This design comes from an exercise in tuning for small area on the open sky130 flow, not from production work. The RTL was checked by simulation tests, not by an equivalence proof against the original design. No activity file was given, so power comes from the tool's default toggle rates.

### design/flow/config.mk
export PLATFORM = sky130hd
export DESIGN_NAME = bf_graph_loader
export DESIGN_NICKNAME = bf_graph_loader
export VERILOG_FILES = /design/flow/design.v
export SDC_FILE = /design/flow/constraint.sdc
export NUM_CORES = 4
export LEC_CHECK = 0
export CAP_MARGIN = 0
export CORE_AREA = 3 3 717 81
export CTS_BUF_LIST = sky130_fd_sc_hd__clkbuf_16
export CTS_CLUSTER_DIAMETER = 40
export CTS_CLUSTER_SIZE = 30
export DIE_AREA = 0 0 720 84
export PLACE_DENSITY = 0.75
export SLEW_MARGIN = 0
### design/flow/flow/mapcells.py
#!/usr/bin/env python3
"""Hand-map the per-bit row-lane update of bf_graph_loader to sky130 a22o cells.

Reads the design as the layout reads it (design.v) and writes it back with the lane update
    row_q[i*WIDTH +: WIDTH] <= (row_q[i*WIDTH +: WIDTH] & {WIDTH{keep}}) | (in_data & {WIDTH{sel}});
computed by one sky130_fd_sc_hd__a22o_1 per bit, X = (A1 & A2) | (B1 & B2), the same function.
The registers (row_q) are left as they are, so synthesis names and maps them as it does the RTL.
"""
import re
import sys

src = open(sys.argv[1]).read()
pat = re.compile(
    r"always_ff\s*@\s*\(\s*posedge\s+clk\s*\)\s*begin\s*"
    r"row_q\[i\*WIDTH \+: WIDTH\]\s*<=\s*\(row_q\[i\*WIDTH \+: WIDTH\]\s*&\s*\{WIDTH\{keep\}\}\)\s*\|\s*"
    r"\(in_data\s*&\s*\{WIDTH\{sel\}\}\);\s*end")
new = """logic [WIDTH-1:0] d;
    for (genvar b = 0; b < WIDTH; b++) begin : g_bit
      sky130_fd_sc_hd__a22o_1 u_a22o (.A1(row_q[i*WIDTH+b]), .A2(keep), .B1(in_data[b]), .B2(sel), .X(d[b]));
    end
    always_ff @(posedge clk) begin
      row_q[i*WIDTH +: WIDTH] <= d;
    end"""
out, n = pat.subn(new, src)
if n != 1:
    sys.exit("mapcells.py: lane update not found exactly once (%d)" % n)
sys.stdout.write(out)
### design/flow/design.v
module bf_graph_loader #(
  parameter int LANES  = 32,
  parameter int WIDTH  = 32,
  parameter int ADDR_W = 10,
  parameter int ROWS   = 32
) (
  input  logic                   clk,
  input  logic                   rst_global,
  input  logic                   go,
  input  logic                   abort,
  input  logic [WIDTH-1:0]       in_data,
  input  logic                   in_valid,
  output logic                   in_ready,
  output logic [ADDR_W-1:0]      mem_addr,
  output logic [LANES*WIDTH-1:0] mem_wdata,
  output logic                   mem_we,
  output logic                   mem_sel,
  output logic                   start,
  input  logic                   finish,
  output logic                   busy,
  output logic                   done
);
  localparam int LW = (LANES > 1) ? $clog2(LANES) : 1;
  localparam int RW = (ROWS > 1) ? $clog2(ROWS) : 1;
  logic st_load, st_start, st_run, st_done, we_q;
  logic [LW-1:0]          lane_cnt;
  logic [RW-1:0]          row_cnt;
  logic [LANES*WIDTH-1:0] row_q;
  logic busy_c, accept, row_end, last_end, running;
  assign busy_c   = st_load | we_q | st_start | st_run | st_done;
  assign accept   = st_load & in_valid & ~abort;
  assign row_end  = accept & (lane_cnt == LW'(LANES - 1));
  assign last_end = row_end & (row_cnt == RW'(ROWS - 1));
  assign running  = st_start | st_run;
  assign in_ready  = st_load;
  assign mem_we    = we_q;
  assign mem_sel   = st_load | we_q;
  assign start     = st_start;
  assign done      = st_done;
  assign busy      = busy_c;
  assign mem_addr  = ADDR_W'(row_cnt);
  assign mem_wdata = row_q;
  always_ff @(posedge clk or posedge rst_global) begin
    if (rst_global) begin
      st_load  <= 1'b0;
      st_start <= 1'b0;
      st_run   <= 1'b0;
      st_done  <= 1'b0;
      we_q     <= 1'b0;
    end else begin
      st_load  <= (~busy_c & go) | (st_load & ~abort & ~last_end);
      st_start <= we_q & ~st_load;
      st_run   <= running & ~finish;
      st_done  <= running & finish;
      we_q     <= row_end;
    end
  end
  always_ff @(posedge clk) begin
    if (!st_load) lane_cnt <= '0;
    else if (accept) lane_cnt <= lane_cnt + 1'b1;
  end
  always_ff @(posedge clk) begin
    if (!st_load) row_cnt <= '0;
    else if (we_q) row_cnt <= row_cnt + 1'b1;
  end
  logic keep;
  assign keep = st_load & ~we_q;
  for (genvar i = 0; i < LANES - 1; i++) begin : g_lane
    logic sel;
    assign sel = accept & (lane_cnt == LW'(i));
    always_ff @(posedge clk) begin
      row_q[i*WIDTH +: WIDTH] <= (row_q[i*WIDTH +: WIDTH] & {WIDTH{keep}}) | (in_data & {WIDTH{sel}});
    end
  end
  always_ff @(posedge clk) begin
    row_q[LANES*WIDTH-1 -: WIDTH] <= in_data;
  end
endmodule
### design/flow/constraint.sdc
create_clock -name core_clock -period 5.0 [get_ports {clk}]
set_input_delay 1.0000 -clock core_clock [delete_from_list [all_inputs] [get_ports {clk}]]
set_output_delay 1.0000 -clock core_clock [all_outputs]
set_load 0.01 [all_outputs]
### design/flow/standard.sh
#!/bin/bash
# synth_recipe.tcl (not shown) runs the flow's synth.tcl, then flattens the netlist and writes it again
# the make line also repeats each setting of config.mk as NAME=value (left out here)
make -C /OpenROAD-flow-scripts/flow DESIGN_CONFIG=/design/flow/config.mk WORK_HOME=/design/flow/orfs CLKGATE_MAP_FILE= SYNTH_SCRIPT=/design/flow/synth_recipe.tcl "${@:-finish}"
### design/flow/flow/run.sh
#!/bin/bash
# Standard ORFS layout (the standard.sh), with two changes:
#  - the per-bit row-lane update is hand-mapped to a22o cells (flow/mapcells.py) before synthesis;
#    the registers are untouched, so synthesis gives them the same names and cells as the standard one;
#  - the port buffers are made of the smallest buffer cell.
set -uo pipefail
python3 flow/mapcells.py design.v > design_mapped.v 2> mapcells.log || exit 1
sed "s#^export VERILOG_FILES = .*#export VERILOG_FILES = $PWD/design_mapped.v#" config.mk > config_mapped.mk
grep -q "design_mapped.v" config_mapped.mk || exit 1
sed "s#DESIGN_CONFIG=[^ ]*#DESIGN_CONFIG=$PWD/config_mapped.mk#" standard.sh > standard_mapped.sh
grep -q "config_mapped.mk" standard_mapped.sh || exit 1
export BUFFER_PORTS_ARGS="-buffer_cell sky130_fd_sc_hd__buf_1"
bash standard_mapped.sh finish > flow_make.log 2>&1
rc=$?
cp -r orfs/logs orfs_logs 2>/dev/null
exit $rc
==> run notes, run 1 <==
* Outcome: no timing/DRC/antenna violations
* Num CTS Buffers at 40
* Post-layout min period at 3.11 ns
* Synthesized area at roughly 30,000 um2
* Max frequency at 322 MHz
* Largest delay contributor family on the critical path: simple AND/OR/NAND/NOR gates
* Setup bufs post-CTS at 0
* Routed vias/inst at between 6 and 7
* Post-synthesis sequential area ratio at 69.1%
* CP cell instances: or2_4 > or4_4 > buf_1
* DIE WIDTH at 720 um
* Post-synth cell types at 29
* Yosys reg bits at 1,039
* Port Buffer Count at 1,072
* First-pass GRT wire length at 168,000 um
* Root buffer cell: clkbuf_16
* Critical-path top delay cell: dfrtp_1
* Initial drt markers at 3,722
* Vias at 25.4k
* Maximum capacitance violations at 0
* Placement Rows at 27
* CTS sink cnt at 1,039
* Routed WL per cell at about 29 um
* Drt first pass iters at 8
* Number of hold buffers added after cts at 0
* Post-detail-place hpwl at 80,600 um
* Overall routing resource usage at 36.9%
* Clock tree buffer depth at 3
* Hold Vio Cnt, Final at 0
* Clk slew on worst S/H paths at 0.12 ns
* Pwr dens at around 360 nW/um2
* Top cells by area, synth: dfxtp_1, a22o_1, nor2_1, dfrtp_1, ha_1
* Area delta synth->final at 21.0%
* Most common cell after layout, fill and taps aside: buf_1
* VDD IR max at 0.279 mV
* Total core area at around 52,000 um2
* Met1 usage in global routing at 54.8%
* Largest net degree at the start of global routing at ~210
* Die ar. at slightly above 60,000 um2
* R2R cell count at 4
* RSZ-0062 raised after global routing: false
* Hold crit path type: in2async
* Number of synthesized flops with an enable pin at 0
* Cell taking the most area after synthesis: dfxtp_1
* Asr flop ratio synth at less than 1%
* H-Tree Depth at 2
* Register-to-Register Setup Slack at about 2.0 ns
* Initial Util at 57.5%
* Share of the synthesized area in the top cell type at 68.7%
* Worst reg2reg endpoint: row_q[911]
* Crit share post-route at 62.1%
* Slew @ Worst Pin at approximately 1.4 ns
* GP Congestion at 0.931
* Remaining antenna violation count at 0
* Most frequent cells in the layout: buf_1, dfxtp_1, a22o_1
* Met3 usage at 13.3%
* Lkg Pwr at 13.8 nW
* # setup viols final at 0
* Post-route cell area at 36,500 um2
* Layout cell share with drive strength beyond 1 at 3.86%
* WP buf/inv at 1
* Final WL at about 120,000 um
* Post-Syn Instances at 2,137
* Met2 Usage GRT at 51.9%
* Top FF cell, synth: dfxtp_1
* Required time worst endpoint at 4.00 ns
* Post-CTS sizing at 0
* Slew HR at around 7.3%
* Final Skew at approximately 0.017 ns
* Arrival @ worst endpoint at 2.11 ns
* Most Crowded Layer GR: met1
* Startpoint types: flop
* Max-slew violations at 0
* Drc violations at 0
* CP max FO at 9
* Gr ovfl total at 0
* Ys Warns at 1
* Vias in the first global route at 23.3k
* Ports at about 1.1k
* Clock latency (worst-skew pair) at 0.65 ns
* Cell Area, Placed at 35,400 um2
* CP max stage delay at 0.56 ns
* Synth Area per Inst at 14.1 um2
* Final nets at 3,305
* Antenna violations before repair at 1
* Chip Height at between 80 and 90 um
* Endpoint type of the worst setup path: primary output
* CP Class: reg2out
* Setup TNS at 0 ns
* CTS tree: yes
* Reg-to-reg startpoint: st_load
==> power breakdown <==
part	leakage, nW	total (mW)	switching, mW	internal (mW)
Sequential	8.41	8.35	0.0295	8.32
Clock	0.523	4.12	2.62	1.50
Combinational	4.87	0.815	0.682	0.132
Total	13.8	13.3	3.33	9.96
==> through the flow <==
stage / worst slack [ns] / total power, mW / hold WS (ns) / instances / utilization, %
final: 1.89 / 13.3 / 0.202 / 4001 / 69.6
after global routing: 1.83 / 13.6 / 0.197 / 4000 / 69.6
after CTS: 1.88 / 13.2 / 0.190 / 4000 / 69.6
after detailed placement: 1.54 / 9.31 / 0.468 / 3956 / 67.6
after global placement: 1.62 / 9.30 / 0.465 / 3956 / 67.6
after floorplan: -6.71 / 8.93 / 0.471 / 2141 / -
==> layout make-up <==
class                   count  area, um2
diodes                      1       2.50
fillers                  3915      15900
repair buffers           1086       4220
clock buffers              41       1030
clock inverters             3       23.8
inverters                   6       25.0
well taps                 739        925
multi-input cells        1086       9430
flip-flops and latches   1039      20800
==> state kept, by name, indices dropped and copies added, names as in the netlist <==
name,count
row_cnt,5
st_load,1
st_start,1
st_done,1
row_q,1024
we_q,1
lane_cnt,5
st_run,1
==> synthesized netlist by cell type (all sizes together), types with 2 or more instances <==
cell	count
nor2	40
or2	2
xor2	2
nand3	4
nand4	2
ha	8
nor2b	2
mux2i	4
clkbuf	3
dfrtp	5
dfxtp	1034
xnor2	2
and3	3
and2	2
inv	6
buf	7
nand2	10
nand2b	2
a22o	992
==> worst register-to-register path, delay by kind of cell, from the launching register on <==
kind               cells  cell delay [ns]
and+or+nand+nor        3             2.15
AOI/OAI and AO/OA      1             0.27
DFF                    1             0.48
==> kinds of logic after synthesis <==
| family | share of synthesized area [%] |
|---|---|
| flip-flops | 69.1 |
| AO/OA/AOI/OAI | 28.9 |
| AND/OR/NAND/NOR | 1.08 |
| buffers and inverters | 0.291 |
| adder cells (fa/ha/maj) | 0.332 |
| XOR/XNOR | 0.116 |
| multiplexers | 0.133 |
| other | 0.0124 |
==> metal layers <==
layer,wire length [um],vias to the layer above
met5,0,-
li1,-,10700
met1,51500,12900
met2,48300,1596
met3,15300,137
met4,1320,0
==> how the worst max path moves through the flow <==
stage	to	from	slack, ns	cells after the start
6_report	busy	we_q	1.89	3
5_1_grt	busy	we_q	1.83	3
4_1_cts	busy	we_q	1.88	3
3_5_place_dp	row_q[911]	abort	1.54	5
3_3_place_gp	row_q[950]	abort	1.62	5
2_1_floorplan	row_q[0]	we_q	-6.71	3
==> run 2: changes to the inputs <==
--- a/design/flow/config.mk
+++ b/design/flow/config.mk
@@ -12,4 +12,5 @@
 export CTS_CLUSTER_SIZE = 30
 export DIE_AREA = 0 0 720 84
+export GPL_ROUTABILITY_DRIVEN = 0
 export PLACE_DENSITY = 0.75
 export SLEW_MARGIN = 0
==> run notes, run 2 <==
* VDD IR max at 0.279 mV (unchanged)
* Top FF cell, synth: dfxtp_1
* Pwr Total at 13.3 mW (unchanged)
* Number of synthesized flops with an enable pin at 0 (unchanged)
* Overall routing resource usage at 36.9% (unchanged)
* Asr flop ratio synth at 0.481% (unchanged)
* Num CTS Buffers at 40 (unchanged)
* Yosys reg bits at 1,039 (unchanged)
* Post-CTS sizing at 0 (unchanged)
* CTS tree: yes
* Most frequent cells in the layout: buf_1, dfxtp_1, a22o_1
* Post-synthesis sequential area ratio at 69.1% (unchanged)
* Cell taking the most area after synthesis: dfxtp_1
* Hold crit path type: in2async
* Setup bufs post-CTS at 0 (unchanged)
* # setup viols final at 0 (unchanged)
* Port Buffer Count at 1,072 (unchanged)
* Clock tree buffer depth at 3 (unchanged)
* Required time worst endpoint at 4.00 ns (about the same)
* Placement Rows at 27 (unchanged)
* Cell Area, Placed at 35,400 um2 (unchanged)
* Layout cell share with drive strength beyond 1 at 3.86% (unchanged)
* DIE WIDTH at 720 um (unchanged)
* Routed WL per cell at 29.1 um (unchanged)
* Post-Syn Instances at 2,137 (unchanged)
* Ports at 1,078 (unchanged)
* Total core area at 52,400 um2 (unchanged)
* Remaining antenna violation count at 0 (unchanged)
* Count leader, synth: dfxtp_1
* Antenna violations before repair at 1 (unchanged)
* Root buffer cell: clkbuf_16
* Slew HR at 7.31% (unchanged)
* Startpoint types: flop
* Most instantiated cells after synthesis: dfxtp_1, a22o_1, nor2_1
* Max frequency at 322 MHz (unchanged)
* Final Skew at 0.0175 ns (unchanged)
* Max-slew violations at 0 (unchanged)
* Initial drt markers at 3,722 (unchanged)
* Post-route cell area at 36,500 um2 (unchanged)
* Routed vias/inst at 6.34 (unchanged)
* Cells after DPL at 3,956 (unchanged)
* Largest net degree at the start of global routing at 212 (unchanged)
* Chip Height at 84 um (unchanged)
* Post-synth cell types at 29 (unchanged)
* Setup TNS at 0 ns (unchanged)
* Biggest regs: row_q x1024, lane_cnt x5, row_cnt x5
* Final nets at 3,305 (unchanged)
* Gr ovfl total at 0 (unchanged)
* Drt first pass iters at 8 (unchanged)
* RSZ-0062 raised after global routing: false
* CP max FO at 9 (unchanged)
* Outcome: no timing/DRC/antenna violations
* Post-layout min period at 3.11 ns (unchanged)
* Drc violations at 0 (unchanged)
* Synthesized area at 30,100 um2 (unchanged)
* Share of the synthesized area in the top cell type at 68.7% (unchanged)
* Maximum capacitance violations at 0 (unchanged)
* R2R cell count at 4 (unchanged)
* CP Class: reg2out
* Area delta synth->final at 21.0% (unchanged)
* Clock latency (worst-skew pair) at 0.65 ns (about the same)
* First-pass GRT wire length at 168,000 um (unchanged)
* Initial Util at 57.5% (unchanged)
* Die ar. at 60,500 um2 (unchanged)
* Vias at 25.4k (unchanged)
* Number of hold buffers added after cts at 0 (unchanged)
* Synth Area per Inst at 14.1 um2 (unchanged)
* Register-to-Register Setup Slack at 2.03 ns (about the same)
* Final WL at 116,000 um (unchanged)
* Hold Vio Cnt, Final at 0 (unchanged)
* Vias in the first global route at 23.3k (unchanged)
* CTS sink cnt at 1,039 (unchanged)
* Top cells by area, synth: dfxtp_1, a22o_1, nor2_1, dfrtp_1, ha_1
* Clk slew on worst S/H paths at 0.12 ns (about the same)
* Biggest register: row_q
* Pwr dens at 364 nW/um2 (unchanged)
* Most common cell after layout, fill and taps aside: buf_1
* Post-detail-place hpwl at 80,600 um (unchanged)
* Lkg Pwr at 13.8 nW (unchanged)
* Slew @ Worst Pin at 1.39 ns (unchanged)
* Endpoint type of the worst setup path: primary output
* Arrival @ worst endpoint at 2.11 ns (about the same)
* Max reg flops at 1,024 (unchanged)
* Crit share post-route at 62.1% (unchanged)
* Non-filler instance count after layout at 4,001 (unchanged)
* H-Tree Depth at 2 (unchanged)
* Ys Warns at 1 (unchanged)
-- run 2: logic make-up after synthesis --
family	count (synthesis)	synth area share [%]
other cells	1	0.0124
buf+inv	16	0.291
fa+ha+maj	8	0.332
simple gates	70	1.08
flops	1039	69.1
compound gates	995	28.9
xor+xnor	4	0.116
mux	4	0.133
-- run 2: layer usage --
metal / up-vias / GRT usage (%) / part of all wire (%)
li1: 10700 / - / -
met4: 0 / 4.46 / 1.1
met1: 12900 / 54.8 / 44
met3: 137 / 13.3 / 13
met2: 1596 / 51.9 / 41
met5: - / 0 / 0
-- run 2: final timing paths --
kind / startpoint / to
max: we_q / busy
max reg2reg: st_load / row_q[911]
min reg2reg: row_q[845] / row_q[845]
min: rst_global / st_done
max in group asynchronous: rst_global / st_load
min in group core_clock: row_q[845] / row_q[845]
-- run 2: per-stage QoR --
| stage | setup WS (ns) | hold slack [ns] | util, % |
|---|---|---|---|
| 5_1_grt | 1.83 | 0.197 | 69.6 |
| 6_report | 1.89 | 0.202 | 69.6 |
| 2_1_floorplan | -6.71 | 0.471 | - |
| 4_1_cts | 1.88 | 0.190 | 69.6 |
| 3_3_place_gp | 1.62 | 0.465 | 67.6 |
| 3_5_place_dp | 1.54 | 0.468 | 67.6 |
-- run 2: cell type report --
type,instances,area [um2]
diodes,1,2.50
clock buffers,41,1030
clock inverters,3,23.8
fillers,3915,15900
inverters,6,25.0
multi-input cells,1086,9430
flip-flops and latches,1039,20800
well taps,739,925
repair buffers,1086,4220
-- run 2: power breakdown --
part	switching, mW	internal (mW)
clock network	2.62	1.50
registers	0.0295	8.32
logic	0.682	0.132
-- run 2: critical path, cell delays in order (launching register included) --
cell and delay (ns):
dfrtp_1 0.56, or2_4 0.32, or4_4 0.43, buf_1 0.15
==> run 3: changes to the inputs <==
--- a/design/flow/config.mk
+++ b/design/flow/config.mk
@@ -9,8 +9,7 @@
 export CORE_AREA = 3 3 717 81
 export CTS_BUF_LIST = sky130_fd_sc_hd__clkbuf_16
-export CTS_CLUSTER_DIAMETER = 40
+export CTS_CLUSTER_DIAMETER = 35
 export CTS_CLUSTER_SIZE = 30
 export DIE_AREA = 0 0 720 84
-export GPL_ROUTABILITY_DRIVEN = 0
-export PLACE_DENSITY = 0.75
+export PLACE_DENSITY = 0.7
 export SLEW_MARGIN = 0
==> run notes, run 3 <==
* First-pass GRT wire length at 165,000 um (-1.9%)
* DIE WIDTH at 720 um (unchanged)
* Clock latency (worst-skew pair) at 0.65 ns (about the same)
* RSZ-0062 raised after global routing: false
* Gr ovfl total at 0 (unchanged)
* CTS tree: yes
* Cells after DPL at 3,971 (+0.38%)
* Lkg Pwr at 13.9 nW (+0.70%)
* Maximum capacitance violations at 0 (unchanged)
* Synthesized area at 30,100 um2 (unchanged)
* Number of synthesized flops with an enable pin at 0 (unchanged)
* Hold crit path type: in2async
* Antenna violations before repair at 3 (+2)
* Drc violations at 0 (unchanged)
* Routed vias/inst at 6.22 (-2.0%)
* Pwr dens at 364 nW/um2 (-0.11%)
* Crit share post-route at 62.0% (-0.12 points)
* Met2 WL at 46,700 um (-3.3%)
* Yosys reg bits at 1,039 (unchanged)
* Ys Warns at 1 (unchanged)
* Startpoint types: flop
* CTS sink cnt at 1,039 (unchanged)
* Layout cell share with drive strength beyond 1 at 4.30% (+0.44 points)
* Total core area at 52,400 um2 (unchanged)
* CP Class: reg2out
* Overall routing resource usage at 36.2% (-0.67 points)
* Port Buffer Count at 1,072 (unchanged)
* Placement Rows at 27 (unchanged)
* Biggest regs: row_q x1024, lane_cnt x5, row_cnt x5
* Post-Syn Instances at 2,137 (unchanged)
* Pre-CTS WS at 1.49 ns (-0.0480 ns)
* Non-filler instance count after layout at 4,016 (+0.37%)
* Largest net degree at the start of global routing at 154 (-27%)
* Most common cell after layout, fill and taps aside: buf_1
* CP startpoint: we_q
* Cell Area, Placed at 35,600 um2 (+0.51%)
* VDD IR max at 0.242 mV (-13%)
* Most frequent cells in the layout: buf_1, dfxtp_1, a22o_1
* Post-synthesis sequential area ratio at 69.1% (unchanged)
* Drt first pass iters at 6 (-2)
* Setup bufs post-CTS at 0 (unchanged)
* Die ar. at 60,500 um2 (unchanged)
* Endpoint type of the worst setup path: primary output
* Initial drt markers at 3,218 (-14%)
* Most instantiated cells after synthesis: dfxtp_1, a22o_1, nor2_1
* Post-synth cell types at 29 (unchanged)
* Top FF cell, synth: dfxtp_1
* Clk slew on worst S/H paths at 0.12 ns (about the same)
* M1 WL at 52,600 um (+2.1%)
* Number of hold buffers added after cts at 0 (unchanged)
* Final WL at 114,000 um (-2.1%)
* Highest routed layer: met4
* Vias at 25.0k (-1.6%)
* Post-detail-place hpwl at 79,400 um (-1.6%)
* Post-layout min period at 3.10 ns (-0.00597 ns)
* Asr flop ratio synth at 0.481% (unchanged)
* Max-slew violations at 0 (unchanged)
* Hold Vio Cnt, Final at 0 (unchanged)
* H-Tree Depth at 2 (unchanged)
* Biggest register: row_q
* Share of the synthesized area in the top cell type at 68.7% (unchanged)
* R2R cell count at 4 (unchanged)
* Ports at 1,078 (unchanged)
* Top cells by area, synth: dfxtp_1, a22o_1, nor2_1, dfrtp_1, ha_1
* Worst reg2reg endpoint: row_q[773]
* Post-route cell area at 36,700 um2 (+0.49%)
* Outcome: no timing/DRC/antenna violations
* Slew HR at 15.2% (+7.9 points)
* Remaining antenna violation count at 0 (unchanged)
* Register-to-Register Setup Slack at 2.08 ns (+0.05 ns)
* Synth Area per Inst at 14.1 um2 (unchanged)
* Area delta synth->final at 21.6%
* Final worst slack at 1.90 ns (+0.00597 ns)
* Root buffer cell: clkbuf_16
* Max frequency at 323 MHz (+0.19%)
* Setup TNS at 0 ns (unchanged)
* Required time worst endpoint at 4.00 ns (about the same)
* CP max FO at 9 (unchanged)
* Chip Height at 84 um (unchanged)
* Routed WL per cell at 28.4 um (-2.5%)
* Max reg flops at 1,024 (unchanged)
* Arrival @ worst endpoint at 2.10 ns (about the same)
* Met3 WL at 13,800 um (-9.6%)
* Final nets at 3,320 (+0.45%)
* Reg-to-reg startpoint: st_load
* Final Skew at 0.0264 ns (+0.00895 ns)
* Count leader, synth: dfxtp_1
* Clock tree buffer depth at 3 (unchanged)
* # setup viols final at 0 (unchanged)
* Cell taking the most area after synthesis: dfxtp_1
* Vias in the first global route at 22.8k (-1.8%)
* Post-CTS sizing at 0 (unchanged)
* Num CTS Buffers at 40 (unchanged)
* Initial Util at 57.5% (unchanged)
* GP Congestion at 0.909
* Slew @ Worst Pin at 1.27 ns (-0.116 ns)
==> run 3: how the worst max path moves through the flow <==
stage,endpoint,slack (ns),depth (start not counted)
after global placement,row_q[838],1.58,5
after floorplan,row_q[0],-6.71,3
after detailed placement,row_q[837],1.49,5
after global routing,busy,1.82,3
final,busy,1.90,3
after CTS,busy,1.89,3
==> run 3: cell type report <==
cell class                 count  area [um2]
tap                          739         925
fill                        3973       15700
multi-input combinational   1086        9430
inverter                       6        25.0
sequential                  1039       20800
timing repair buffer        1101        4390
antenna                        1        2.50
clock buffer                  41        1030
clock inverter                 3        23.8
==> run 3: worst max-delay path, cell delays in order (launching register included) <==
cell and delay [ns]:
dfrtp_1 0.54, or2_4 0.31, or4_4 0.45, buf_1 0.15
==> run 3: metal layers <==
layer	vias up	track usage (%)
li1	10800	-
met1	12800	54.5
met2	1282	50.5
met3	90	13.1
met4	0	3.50
met5	-	0
==> run 3: stage by stage <==
step	hold WS [ns]	utilization, %	power [mW]
6_report	0.196	70.0	13.3
4_1_cts	0.174	70.0	13.3
3_3_place_gp	0.465	67.9	9.35
5_1_grt	0.188	70.0	13.7
3_5_place_dp	0.468	67.9	9.36
2_1_floorplan	0.471	-	8.93
==> run 3: cells by family after synthesis <==
logic type,after synthesis,share of synthesized area (%)
flip-flops,1039,69.1
AO/OA/AOI/OAI,995,28.9
AND/OR/NAND/NOR,70,1.08
buffers and inverters,16,0.291
adder cells (fa/ha/maj),8,0.332
XOR/XNOR,4,0.116
multiplexers,4,0.133
other,1,0.0124
==> run 3: power breakdown <==
part	internal [mW]	switching, mW
Combinational	0.165	0.694
Clock	1.50	2.63
Sequential	8.32	0.0293
==> run 4: changes to the inputs <==
--- a/design/flow/design.v
+++ b/design/flow/design.v
@@ -23,10 +23,10 @@
   localparam int LW = (LANES > 1) ? $clog2(LANES) : 1;
   localparam int RW = (ROWS > 1) ? $clog2(ROWS) : 1;
-  logic st_load, st_start, st_run, st_done, we_q;
+  logic st_load, st_kick, st_start, st_run, st_done, we_q;
   logic [LW-1:0]          lane_cnt;
   logic [RW-1:0]          row_cnt;
   logic [LANES*WIDTH-1:0] row_q;
-  logic busy_c, accept, row_end, last_end, running;
-  assign busy_c   = st_load | we_q | st_start | st_run | st_done;
+  logic idle, accept, row_end, last_end, running;
+  assign idle     = ~(st_load | st_kick | st_start | st_run | st_done);
   assign accept   = st_load & in_valid & ~abort;
   assign row_end  = accept & (lane_cnt == LW'(LANES - 1));
@@ -35,8 +35,8 @@
   assign in_ready  = st_load;
   assign mem_we    = we_q;
-  assign mem_sel   = st_load | we_q;
+  assign mem_sel   = st_load | st_kick;
   assign start     = st_start;
   assign done      = st_done;
-  assign busy      = busy_c;
+  assign busy      = ~idle;
   assign mem_addr  = ADDR_W'(row_cnt);
   assign mem_wdata = row_q;
@@ -44,4 +44,5 @@
     if (rst_global) begin
       st_load  <= 1'b0;
+      st_kick  <= 1'b0;
       st_start <= 1'b0;
       st_run   <= 1'b0;
@@ -49,6 +50,7 @@
       we_q     <= 1'b0;
     end else begin
-      st_load  <= (~busy_c & go) | (st_load & ~abort & ~last_end);
-      st_start <= we_q & ~st_load;
+      st_load  <= (idle & go) | (st_load & ~abort & ~last_end);
+      st_kick  <= last_end;
+      st_start <= st_kick;
       st_run   <= running & ~finish;
       st_done  <= running & finish;
@@ -64,12 +66,8 @@
     else if (we_q) row_cnt <= row_cnt + 1'b1;
   end
-  logic keep;
-  assign keep = st_load & ~we_q;
-  for (genvar i = 0; i < LANES - 1; i++) begin : g_lane
-    logic sel;
-    assign sel = accept & (lane_cnt == LW'(i));
-    always_ff @(posedge clk) begin
-      row_q[i*WIDTH +: WIDTH] <= (row_q[i*WIDTH +: WIDTH] & {WIDTH{keep}}) | (in_data & {WIDTH{sel}});
-    end
+  logic shift;
+  assign shift = accept & (lane_cnt != LW'(LANES - 1));
+  always_ff @(posedge clk) begin
+    if (shift) row_q[(LANES-1)*WIDTH-1:0] <= {in_data, row_q[(LANES-1)*WIDTH-1:WIDTH]};
   end
   always_ff @(posedge clk) begin
==> design/flow/run.sh (new file) <==
#!/bin/bash
# synth_recipe.tcl (not shown) runs the flow's synth.tcl, then flattens the netlist and writes it again
# the make line also repeats each setting of config.mk as NAME=value (left out here)
make -C /OpenROAD-flow-scripts/flow DESIGN_CONFIG=/design/flow/config.mk WORK_HOME=/design/flow/orfs CLKGATE_MAP_FILE= SYNTH_SCRIPT=/design/flow/synth_recipe.tcl finish
==> design/flow/config.mk (replaced) <==
export PLATFORM = sky130hd
export DESIGN_NAME = bf_graph_loader
export DESIGN_NICKNAME = bf_graph_loader
export VERILOG_FILES = /design/flow/design.v
export SDC_FILE = /design/flow/constraint.sdc
export NUM_CORES = 4
export LEC_CHECK = 0
export CAP_MARGIN = 20
export CORE_MARGIN = 2
export CORE_UTILIZATION = 65
export PLACE_DENSITY = 0.75
export SLEW_MARGIN = 20
removed: design/flow/flow/run.sh
removed: design/flow/flow/mapcells.py
removed: design/flow/standard.sh
==> run notes, run 4 <==
* Last stage reached: I/O pin placement
* Post-Syn Instances at 1,095 (-49%)
* Count leader, synth: edfxtp_1
* Top cells by area, synth: edfxtp_1, dfxtp_1, dfrtp_1, ha_1, mux2i_1
* Share of the synthesized area in the top cell type at 95.7% (+27 points)
* Chip Height at 223 um (+170%)
* Number of synthesized flops with an enable pin at 992 (+992)
* Cell taking the most area after synthesis: edfxtp_1
* Largest family of logic cells by synthesized area: simple AND/OR/NAND/NOR gates
* Post-synthesis compound-gate area fraction at 0.0522% (-29 points)
* Top FF cell, synth: edfxtp_1
* Most instantiated cells after synthesis: edfxtp_1, dfxtp_1, nor2_1
* Yosys reg bits at 1,040 (+0.096%)
* XOR/XNOR share of the synthesized area at 0.113% (-0.0038 points)
* First error: [ERROR PPL-0024] Number of IO pins (1078) exceeds maximum number of available positions (800). Increase the die perimeter from 891.50um to 1466.08um.
* Outcome: did not finish
* DIE WIDTH at 223 um (-69%)
* Post-synth cell types at 24 (-17%)
* Post-Synth Simple-Gate Area at 0.506% (-0.57 points)
* Synth Area in Adders at 0.161% (-0.17 points)
* Ys Warns at 1 (unchanged)
* Initial Util at 65.5% (+8.0 points)
* Synth Area per Inst at 28.4 um2 (+100%)
* Synthesized area at 31,100 um2 (+3.3%)
* Asr flop ratio synth at 0.577% (+0.096 points)
* Post-synthesis mux area share at 0.129% (-0.0043 points)
* Placement Rows at 80 (+200%)
* Post-synthesis sequential area ratio at 98.8% (+30 points)
run 4: changes by cell type after synthesis, moves of 2 or more:
cell	change
edfxtp_1	+992
clkbuf_1	-2
inv_1	-3
ha_1	-4
nand2b_1	-2
nand2_1	-2
dfxtp_1	-992
nor2_1	-31
nand3_1	-2
a22o_1	-992
run 4: logic make-up after synthesis:
kind of cell    after synthesis
xor+xnor                      4
other cells                   1
fa+ha+maj                     4
mux                           4
simple gates                 31
compound gates                1
buf+inv                      10
flops                      1040
==> run 5: changes to the inputs <==
--- a/design/flow/config.mk
+++ b/design/flow/config.mk
@@ -7,6 +7,6 @@
 export LEC_CHECK = 0
 export CAP_MARGIN = 20
-export CORE_MARGIN = 2
-export CORE_UTILIZATION = 65
-export PLACE_DENSITY = 0.75
+export CORE_AREA = 3 3 647 103
+export DIE_AREA = 0 0 650 106
+export PLACE_DENSITY = 0.65
 export SLEW_MARGIN = 20
==> run notes, run 5 <==
* CP cell instances: or2_1 > or4_4 > clkdlybuf4s50_1
* Port Buffer Count at 1,072
* Vias at 16.4k
* Maximum capacitance violations at 0
* Largest delay contributor family on the critical path: simple AND/OR/NAND/NOR gates
* Count leader, synth: edfxtp_1
* Root buffer cell: clkbuf_16
* CTS tree: yes
* Synth Area per Inst at 28.4 um2 (unchanged)
* Outcome: no timing/DRC/antenna violations
* Num CTS Buffers at between 60 and 70
* Initial drt markers at 2,466
* Synthesized area at 31,100 um2 (unchanged)
* # setup viols final at 0
* Fillers at 3,581
* Worst reg2reg endpoint: row_q[173]
* Setup TNS at 0 ns
* Drc violations at 0
* Arrival @ worst endpoint at 2.30 ns
* Antenna violations before repair at 1
* Hold crit path type: reg2reg
* Slew @ Worst Pin at 0.895 ns
* RSZ-0062 raised after global routing: false
* Slew HR at 40.3%
* Post-CTS sizing at 0
* Pre-CTS WS at 1.51 ns
* Register area at roughly 30,000 um2
* CP Class: reg2out
* WP buf/inv at 1
* Crit share post-route at 65.9%
* Post-detail-place hpwl at 83,700 um
* VDD IR max at 0.238 mV
* Hold path startpoint: st_kick
* Final Skew at roughly 0.021 ns
* Routed vias/inst at 5.22
* Initial Util at 50.8% (-15 points)
* Setup bufs post-CTS at 0
* Reg-to-reg startpoint: lane_cnt[0]
* Hold Vio Cnt, Final at 0
* Post-layout min period at 3.30 ns
* H-Tree Depth at 3
* Lkg Pwr at 15.0 nW
* Cell Area, Placed at 43,100 um2
* CP startpoint: st_load
* Ports at 1,078
* R2R cell count at 6
* Post-synthesis sequential area ratio at 98.8% (unchanged)
* Core Util, Final at 73.7%
* Largest net degree at the start of global routing at 147
* Diodes inserted at 0
* Chip Height at 106 um (-52%)
* Final worst slack at between 1.5 and 2 ns
* Most frequent cells in the layout: clkdlybuf4s50_1, edfxtp_1, clkbuf_16
* Biggest regs: row_q x1024, lane_cnt x5, row_cnt x5
* Clock latency (worst-skew pair) at 0.61 ns
* Cell taking the most area after synthesis: edfxtp_1
* Overall routing resource usage at 30.1%
* Top FF cell, synth: edfxtp_1
* Layout cell share with drive strength beyond 1 at 4.54%
* Final WL at 105,000 um
* Total core area at 61,300 um2
* Most common cell after layout, fill and taps aside: clkdlybuf4s50_1
* Post-route cell area at 45,200 um2
* Required time worst endpoint at 4.00 ns
* Die ar. at 68,900 um2
* Biggest register: row_q
* First-pass GRT wire length at about 140,000 um
* Gr ovfl total at 0
* Number of hold buffers added after cts at 0
* Endpoint type of the worst setup path: primary output
* Remaining antenna violation count at 0
* Pwr dens at 374 nW/um2
* Placement Rows at 35 (-56%)
* Post-Syn Instances at 1,095 (unchanged)
* CP max FO at 9
* Share of the synthesized area in the top cell type at 95.7% (unchanged)
* Top cells by area, synth: edfxtp_1, dfxtp_1, dfrtp_1, ha_1, mux2i_1
* Asr flop ratio synth at 0.577% (unchanged)
* Register-to-Register Setup Slack at 2.20 ns
* Max frequency at 303 MHz
* Post-synth cell types at 24 (unchanged)
* Clock tree buffer depth at 3
* Number of synthesized flops with an enable pin at 992 (unchanged)
* CP max stage delay at 0.51 ns
* Area delta synth->final at 45.1%
* Max reg flops at 1,024
* Max-slew violations at 0
* CTS sink cnt at ~1.0k
* Hold path depth at 0
* Final nets at 2,289
* Critical-path top delay cell: clkdlybuf4s50_1
* Worst Hold End: st_start
* Ys Warns at 1 (unchanged)
* Drt first pass iters at 5
* Routed WL per cell at between 30 and 40 um
* Yosys reg bits at 1,040 (unchanged)
* Clk slew on worst S/H paths at 0.08 ns
* GP Congestion at 0.950
* DIE WIDTH at 650 um (+190%)
* Startpoint types: flop
* Vias in the first global route at 15.6k
* Area of the multi-input gates at 325 um2
* Most instantiated cells after synthesis: edfxtp_1, dfxtp_1, nor2_1
==> run 5: cell counts after synthesis <==
Identical to the previous run, type by type.
==> run 5: routing by layer <==
metal / part of all wire (%) / track usage, % / up-vias
li1: - / - / 6680
met1: 47 / 47.9 / 8923
met2: 44 / 42.9 / 723
met3: 8.7 / 8.42 / 78
met4: 0.71 / 2.78 / 2
met5: 0.012 / 0 / -
==> run 5: cells by family (layout without fill, tap and decap cells) <==
logic type	Yosys count	in the layout	synth area share (%)
mux	4	4	0.129
simple gates	31	31	0.506
flops	1040	1040	98.8
buf+inv	10	1203	0.185
xor+xnor	4	4	0.113
other cells	1	5	0.0120
fa+ha+maj	4	4	0.161
compound gates	1	1	0.0522
==> run 5: cell type report <==
class                   count  share of cell area, %
inverters                   3                 0.0249
repair buffers           1087                   24.2
clock inverters            23                  0.371
multi-input cells          49                  0.720
flip-flops and latches   1040                   68.1
clock buffers              90                   4.16
well taps                 851                   2.36
==> run 5: worst max path at each step <==
stage | endpoint | slack [ns] | depth (start not counted)
floorplan | row_q[0] | -11.45 | 2
global placement | row_q[30] | 1.53 | 5
detailed placement | row_q[30] | 1.51 | 5
CTS | busy | 1.67 | 3
global route | busy | 1.60 | 3
finish | busy | 1.70 | 3
==> run 5: where the power goes <==
group / switching, mW / internal [mW] / total [mW] / leakage (nW)
Clock: 2.84 / 2.78 / 5.63 / 1.01
Combinational: 0.625 / 0.526 / 1.15 / 4.49
Sequential: 0.195 / 9.90 / 10.1 / 9.52
==> run 5: metrics by stage <==
step                      instances  hold slack [ns]  power (mW)
after global placement         3030            0.356        11.4
after detailed placement       3030            0.378        11.4
final                          3143            0.407        16.9
after global routing           3143            0.398        17.4
after CTS                      3143            0.396        17.0
after floorplan                1099            0.347        10.7

[port drivers added, routing unchanged]
No port has a modelled driver above. Below, the same layouts with a new extraction and two added sets of constraints.
Step 1 sets driving cells, clkbuf_16 on the clock port and buf_2 on the other inputs (assumed; they add their load-dependent delay and slew).
Step 2 adds t to the input delays and takes it off the output delays; t is the mean of the earliest and latest rising clock arrival at the registers after step 1. Input paths then give back, and output paths get back, about the clock's delay inside the block.
a / b / c = ideal ports / drivers / drivers and shift; a / b = the first two.
| run | shift t [ns] | slack for setup (ns) | worst setup path after step 2 | latest minus earliest clock arrival (ns) |
|---|---|---|---|---|
| run 1 | 0.725 | 1.894 / 1.808 / 1.357 | input to register | 0.019 / 0.020 |
| run 2 | 0.725 | 1.894 / 1.808 / 1.357 | input to register | 0.019 / 0.020 |
| run 3 | 0.720 | 1.900 / 1.815 / 1.402 | input to register | 0.030 / 0.030 |
| run 5 | 0.649 | 1.705 / 1.655 / 1.467 | input to register | 0.026 / 0.026 |
After both steps setup and hold are still met in every run listed.
